This design comes from an exercise in tuning for small area, a short achievable clock period and few clock cycles per item on the open sky130 flow, not from production work.
RTL that was checked went through simulation tests only; none was proved equivalent to the original.
Power figures rest on the tool's default switching activity, not on a simulated workload.

==> run E <==
// time_binned_event_histogram
module time_binned_event_histogram #(
	parameter int MAX_BINS   = tbeh_pkg::MAX_BINS_DEF,
	parameter int COUNT_BITS = tbeh_pkg::COUNT_BITS_DEF
) (
	input  logic                                clk,
	input  logic                                arst_n,
	input  logic                                cfg_we,
	input  logic [tbeh_pkg::CFG_IDX_W-1:0]      cfg_index,
	input  logic [tbeh_pkg::CFG_DATA_W-1:0]     cfg_data,
	input  logic                                in_valid,
	output logic                                in_stall,
	input  logic [tbeh_pkg::OPCODE_W-1:0]       opcode,
	input  logic [tbeh_pkg::TIME_W-1:0]         event_time,
	input  logic                                passes_filter,
	output logic                                out_valid,
	input  logic                                out_stall,
	output logic [tbeh_pkg::BIN_IDX_W-1:0]      bin_index,
	output logic [tbeh_pkg::COUNT_OUT_W-1:0]    local_count,
	output logic [tbeh_pkg::COUNT_OUT_W-1:0]    global_count,
	output logic [tbeh_pkg::COUNT_OUT_W-1:0]    local_peak,
	output logic [tbeh_pkg::COUNT_OUT_W-1:0]    global_peak,
	output logic                                last_bin
);
export LEC_CHECK = 0
export CAP_MARGIN = 20
export CORE_MARGIN = 2
export CORE_UTILIZATION = 35
export CTS_CLUSTER_DIAMETER = 60
export CTS_CLUSTER_SIZE = 30
export SETUP_SLACK_MARGIN = 4.3
export SLEW_MARGIN = 20
create_clock -name core_clock -period 7.0 [get_ports {clk}]
run.sh (not shown) runs the stock make flow with config.mk's settings and CLKGATE_MAP_FILE= SYNTH_SCRIPT=/design/flow/synth_recipe.tcl, a recipe that flattens the netlist after the stock synthesis.
==> inputs of run B, as changes to run E <==
--- a/flow/design.v
+++ b/flow/design.v
@@ -169,89 +169,75 @@
 		end
 		s[W] = g[L][W-1];
 	end
 endmodule
 module tbeh_cursor (
 	input  logic        clk,
 	input  logic        arst_n,
 	input  logic        wr_width,    
-	input  logic        clr0,        
-	input  logic        shift,       
+	input  logic        fix,         
+	input  logic        clr1,        
+	input  logic        clr2,        
 	input  logic        step,        
 	input  logic [31:0] start_time,
 	input  logic [31:0] bin_width,
-	input  logic [31:0] cmp_time,    
+	input  logic [31:0] event_time,
 	input  logic [6:0]  bins_used,
-	output logic        c1,          
-	output logic        c2,          
-	output logic        c3,          
-	output logic        bounds_busy, 
+	output logic        gt1,         
+	output logic        gt2,         
 	output logic        in_range,    
 	output logic        in_range2,   
 	output logic [6:0]  cursor
 );
 	logic [6:0]  c_q;
-	logic        ir_q, ir2_q;    
-	logic [32:0] b_q, b2_q, b3_q;
+	logic [32:0] b_q;
+	logic [32:0] b2_q;
 	logic [32:0] add_s;
-	logic [1:0]  fix_q;          
-	logic        lt1, lt2, lt3;
-	logic        half;
+	logic        lt1, lt2;
 	tbeh_add #(.W(32)) u_add (
-		.a (b3_q[31:0]),
+		.a (b2_q[31:0]),
 		.b (bin_width),
 		.s (add_s)
 	);
-	tbeh_gt #(.W(32)) u_gt1 (.a (cmp_time), .b (b_q[31:0]),  .gt (lt1));
-	tbeh_gt #(.W(32)) u_gt2 (.a (cmp_time), .b (b2_q[31:0]), .gt (lt2));
-	tbeh_gt #(.W(32)) u_gt3 (.a (cmp_time), .b (b3_q[31:0]), .gt (lt3));
-	assign c1          = !b_q[32] && lt1;
-	assign c2          = !b2_q[32] && lt2;
-	assign c3          = !b3_q[32] && lt3;
-	assign bounds_busy = wr_width || (fix_q != 2'd0);
-	assign in_range    = ir_q;
-	assign in_range2   = ir2_q;
-	assign cursor      = c_q;
-	assign half = fix_q != 2'd0;
+	tbeh_gt #(.W(32)) u_gt1 (
+		.a  (event_time),
+		.b  (b_q[31:0]),
+		.gt (lt1)
+	);
+	tbeh_gt #(.W(32)) u_gt2 (
+		.a  (event_time),
+		.b  (b2_q[31:0]),
+		.gt (lt2)
+	);
+	assign gt1       = !b_q[32] && lt1;
+	assign gt2       = !b2_q[32] && lt2;
+	assign in_range  = c_q < bins_used;
+	assign in_range2 = (c_q + 7'd1) < bins_used;
+	assign cursor    = c_q;
 	always_ff @(posedge clk or negedge arst_n) begin
 		if (!arst_n) begin
-			c_q   <= '0;
-			ir_q  <= 1'b1;
-			ir2_q <= 1'b1;
-			b_q   <= 33'd1;
-			b2_q  <= 33'd2;
-			b3_q  <= 33'd3;
-			fix_q <= 2'd0;
+			c_q  <= '0;
+			b_q  <= 33'd1;
+			b2_q <= 33'd2;
 		end else begin
-			fix_q <= wr_width ? 2'd1 : ((fix_q == 2'd1) ? 2'd2 : 2'd0);
-			if (clr0) begin
-				c_q   <= '0;
-				ir_q  <= 1'b1;
-				ir2_q <= bins_used > 7'd1;
+			if (clr1) begin
+				c_q <= '0;
 			end else if (step) begin
-				c_q   <= c_q + 7'd1;
-				ir_q  <= ir2_q;
-				ir2_q <= (c_q + 7'd2) < bins_used;
-			end else begin
-				ir_q  <= c_q < bins_used;
-				ir2_q <= (c_q + 7'd1) < bins_used;
+				c_q <= c_q + 7'd1;
 			end
-			if (shift) begin
+			if (step || clr2) begin
 				b_q <= b2_q;
 			end
-			if (shift || half) begin
-				b2_q <= b3_q;
-			end
-			if (clr0) begin
-				b3_q <= {1'b0, start_time};
+			if (clr1) begin
+				b2_q <= {1'b0, start_time};
 			end else if (wr_width) begin
-				b3_q <= b_q;
-			end else if (shift || half) begin
-				b3_q <= {add_s[32] | b3_q[32], add_s[31:0]};
+				b2_q <= b_q;
+			end else if (step || clr2 || fix) begin
+				b2_q <= {add_s[32] | b2_q[32], add_s[31:0]};
 			end
 		end
 	end
 endmodule
 module time_binned_event_histogram #(
 	parameter int MAX_BINS   = tbeh_pkg::MAX_BINS_DEF,
 	parameter int COUNT_BITS = tbeh_pkg::COUNT_BITS_DEF
 ) (
@@ -275,57 +261,52 @@
 	output logic                                last_bin
 );
 	localparam int CB = 16;
 	localparam logic [CB-1:0] CNT_MAX = '1;
 	logic [31:0] start_q;
 	logic [31:0] width_q;
 	logic [6:0]  n_q;         
 	logic        filter_q;
+	logic        fix_q;       
 	logic [6:0]  n_wr;
 	always_comb begin
 		if (cfg_data[6:0] == 7'd0) begin
 			n_wr = 7'd1;
 		end else if (cfg_data[6:0] > 7'd64) begin
 			n_wr = 7'd64;
 		end else begin
 			n_wr = cfg_data[6:0];
 		end
 	end
 	always_ff @(posedge clk or negedge arst_n) begin
 		if (!arst_n) begin
 			start_q  <= 32'd0;
 			width_q  <= 32'd1;
 			n_q      <= 7'd50;
 			filter_q <= 1'b0;
+			fix_q    <= 1'b0;
 		end else begin
+			fix_q <= cfg_we && (cfg_index == tbeh_pkg::CFG_WIDTH);
 			if (cfg_we) begin
 				case (cfg_index)
 					tbeh_pkg::CFG_START:  start_q  <= cfg_data;
 					tbeh_pkg::CFG_WIDTH:  width_q  <= cfg_data;
 					tbeh_pkg::CFG_COUNT:  n_q      <= n_wr;
 					default:              filter_q <= cfg_data[0];
 				endcase
 			end
 		end
 	end
 	logic        m_v, s_v;
 	logic [3:0]  m_opv;       
 	logic [3:0]  in_opv;
 	logic [1:0]  s_op;
 	logic [31:0] m_t, s_t;
 	logic        m_p, s_p;
-	logic        m_c1, m_c2, m_c3;   
-	logic        m_k;                
-	logic        m_cv;               
-	logic        c1, c2, c3;
-	logic        bounds_busy;
-	logic        recmp;              
-	logic        shift;
-	logic [31:0] cmp_time;
 	logic        m_done;
 	logic        m_free;
 	assign in_stall = s_v;
 	assign m_free   = !m_v || m_done;
 	assign m_v = |m_opv;
 	always_comb begin
 		in_opv = '0;
 		if (s_v) begin
@@ -340,97 +321,74 @@
 			s_v   <= 1'b0;
 		end else begin
 			s_v <= (s_v || in_valid) && !m_free;
 			if (m_free) begin
 				m_opv <= in_opv;
 			end
 		end
 	end
-	assign cmp_time = recmp ? m_t : (s_v ? s_t : event_time);
 	always_ff @(posedge clk) begin
-		if (m_free || recmp) begin
-			m_c1 <= c1;
-			m_c2 <= c2;
-			m_c3 <= c3;
-		end
 		if (!s_v) begin
 			s_op <= opcode;
 			s_t  <= event_time;
 			s_p  <= passes_filter;
 		end
 		if (m_free) begin
 			m_t  <= s_v ? s_t : event_time;
 			m_p  <= s_v ? s_p : passes_filter;
 		end
 	end
 	logic        is_add, is_clr, is_rd, is_nop;
 	logic [1:0]  clrph_q;     
 	logic        clr1, clr2;
-	logic        add_go;      
 	logic        gt1, gt2, in_range, in_range2;
 	logic [6:0]  cursor;
 	logic        want_step, step, add_done, land, take;
 	logic        wq_full;
 	logic        rd_active_q;
 	logic        rd_start;
 	assign is_add = m_opv[tbeh_pkg::OP_ADD];
 	assign is_clr = m_opv[tbeh_pkg::OP_CLEAR];
 	assign is_rd  = m_opv[tbeh_pkg::OP_READ];
 	assign is_nop = m_opv[tbeh_pkg::OP_SPARE];
 	assign clr1 = is_clr && (clrph_q == 2'd0) && !rd_active_q;
 	assign clr2 = is_clr && (clrph_q != 2'd0);
 	tbeh_cursor u_cursor (
-		.clk         (clk),
-		.arst_n      (arst_n),
-		.wr_width    (cfg_we && (cfg_index == tbeh_pkg::CFG_WIDTH)),
-		.clr0        (clr1),
-		.shift       (shift),
-		.step        (step),
-		.start_time  (start_q),
-		.bin_width   (width_q),
-		.cmp_time    (cmp_time),
-		.bins_used   (n_q),
-		.c1          (c1),
-		.c2          (c2),
-		.c3          (c3),
-		.bounds_busy (bounds_busy),
-		.in_range    (in_range),
-		.in_range2   (in_range2),
-		.cursor      (cursor)
+		.clk        (clk),
+		.arst_n     (arst_n),
+		.wr_width   (cfg_we && (cfg_index == tbeh_pkg::CFG_WIDTH)),
+		.clr1       (clr1),
+		.clr2       (clr2),
+		.fix        (fix_q),
+		.step       (step),
+		.start_time (start_q),
+		.bin_width  (width_q),
+		.event_time (m_t),
+		.bins_used  (n_q),
+		.gt1        (gt1),
+		.gt2        (gt2),
+		.in_range   (in_range),
+		.in_range2  (in_range2),
+		.cursor     (cursor)
 	);
-	assign recmp     = is_add && !m_cv;
-	assign add_go    = is_add && m_cv;
-	assign gt1       = m_k ? m_c2 : m_c1;
-	assign gt2       = m_k ? m_c3 : m_c2;
-	assign want_step = add_go && in_range && gt1;
+	assign want_step = is_add && in_range && gt1;
 	assign step      = want_step && !wq_full;
-	assign shift     = step || clr2;
-	assign add_done  = add_go && (!want_step || (step && !(gt2 && in_range2)));
+	assign add_done  = is_add && (!want_step || (step && !(gt2 && in_range2)));
 	assign land      = add_done && (want_step ? in_range2 : in_range);
 	assign take      = !filter_q || m_p;
 	assign rd_start  = is_rd && !rd_active_q;
-	assign m_done    = is_nop || rd_start || (clr2 && clrph_q == 2'd3) || add_done;
+	assign m_done    = is_nop || rd_start || (clr2 && clrph_q == 2'd2) || add_done;
 	always_ff @(posedge clk or negedge arst_n) begin
 		if (!arst_n) begin
 			clrph_q <= 2'd0;
-		end else if (clr1 || clr2) begin
-			clrph_q <= clrph_q + 2'd1;
-		end
-	end
-	always_ff @(posedge clk or negedge arst_n) begin
-		if (!arst_n) begin
-			m_k  <= 1'b0;
-			m_cv <= 1'b0;
-		end else if (m_free || recmp) begin
-			m_k  <= shift;
-			m_cv <= !bounds_busy;
-		end else if (step) begin
-			m_k  <= 1'b1;
-			m_cv <= !m_k;
+		end else if (clr1) begin
+			clrph_q <= 2'd1;
+		end else if (clr2) begin
+			clrph_q <= (clrph_q == 2'd2) ? 2'd0 : 2'd2;
 		end
 	end
 	logic [CB-1:0] acc_l, acc_g, lpk, gpk;
 	logic [CB-1:0] l_inc, g_inc;
 	assign g_inc = acc_g + CB'(1);
 	assign l_inc = acc_l + CB'(1);
 	always_ff @(posedge clk or negedge arst_n) begin
 		if (!arst_n) begin
==> flow/config.mk (replaced) <==
export PLATFORM = sky130hd
export DESIGN_NAME = time_binned_event_histogram
export DESIGN_NICKNAME = time_binned_event_histogram
export VERILOG_FILES = /design/flow/design.v
export SDC_FILE = /design/flow/constraint.sdc
export NUM_CORES = 4
export LEC_CHECK = 0
export CAP_MARGIN = 20
export CORE_MARGIN = 2
export CORE_UTILIZATION = 35
export SETUP_SLACK_MARGIN = 4.0
export SLEW_MARGIN = 20
==> results.txt <==
| quantity | run B | run E |
|---|---|---|
| Worst IR Drop VDD | 254 uV | 239 uV |
| Hpwl dp | 93,300 um | 98,400 um |
| Standard cell area after detailed placement | 76,300 um^2 | 79,100 um^2 |
| Final instance area | 86,300 um^2 | 87,500 um^2 |
| Met2 Use GR | 24.4% | 25.0% |
| Metal3 WL | 6460 um | 8020 um |
| P_sw | 10,400 uW | 11,000 uW |
| Post CTS Setup Buffer Count | 63 | 100 |
| Result of the run | no timing/DRC/antenna violations | no timing/DRC/antenna violations |
| Power dissipated in combinational cells | 6760 uW | 8390 uW |
| Synthesis-to-layout area growth | 20.2% | 17.8% |
| Cell count along the critical path | 13 | 11 |
| All-layer global routing usage | 15.1% | 15.6% |
| Reg-to-reg startpoint | width_q[0] | s_v |
Testbench counts of run B, summed over its fixed seeds: cycles 15,622, items 10,368.
The RTL of run E was laid out without a check of its function.

==> afterwards: timing with drivers on the ports <==
How much do the figures lean on ideal ports? The routed layouts below were timed once more, with nothing changed but the port constraints. Step 1, drivers: a clkbuf_16 drives clk and a buf_2 each remaining input, both assumed. Step 2 also shifts input and output timing later by t, the mid clock arrival at the registers, as if the neighbouring blocks saw the same clock. Slacks: ideal / step 1 / step 2; pairs: ideal / step 1.
run	t (ns)	setup slack, ns	clock arrival spread, ns	worst data-port slew with drivers (ns)	cell pins on the clock port's net
run E	0.861	3.748 / 3.806 / 2.949	0.067 / 0.068	0.13	1
run B	0.903	3.884 / 3.884 / 3.108	0.082 / 0.083	0.15	1
After both steps every run listed still meets setup and hold. The setup slack of run E, which loses most, moves by +0.058 ns with the drivers and by -0.799 ns with both steps.
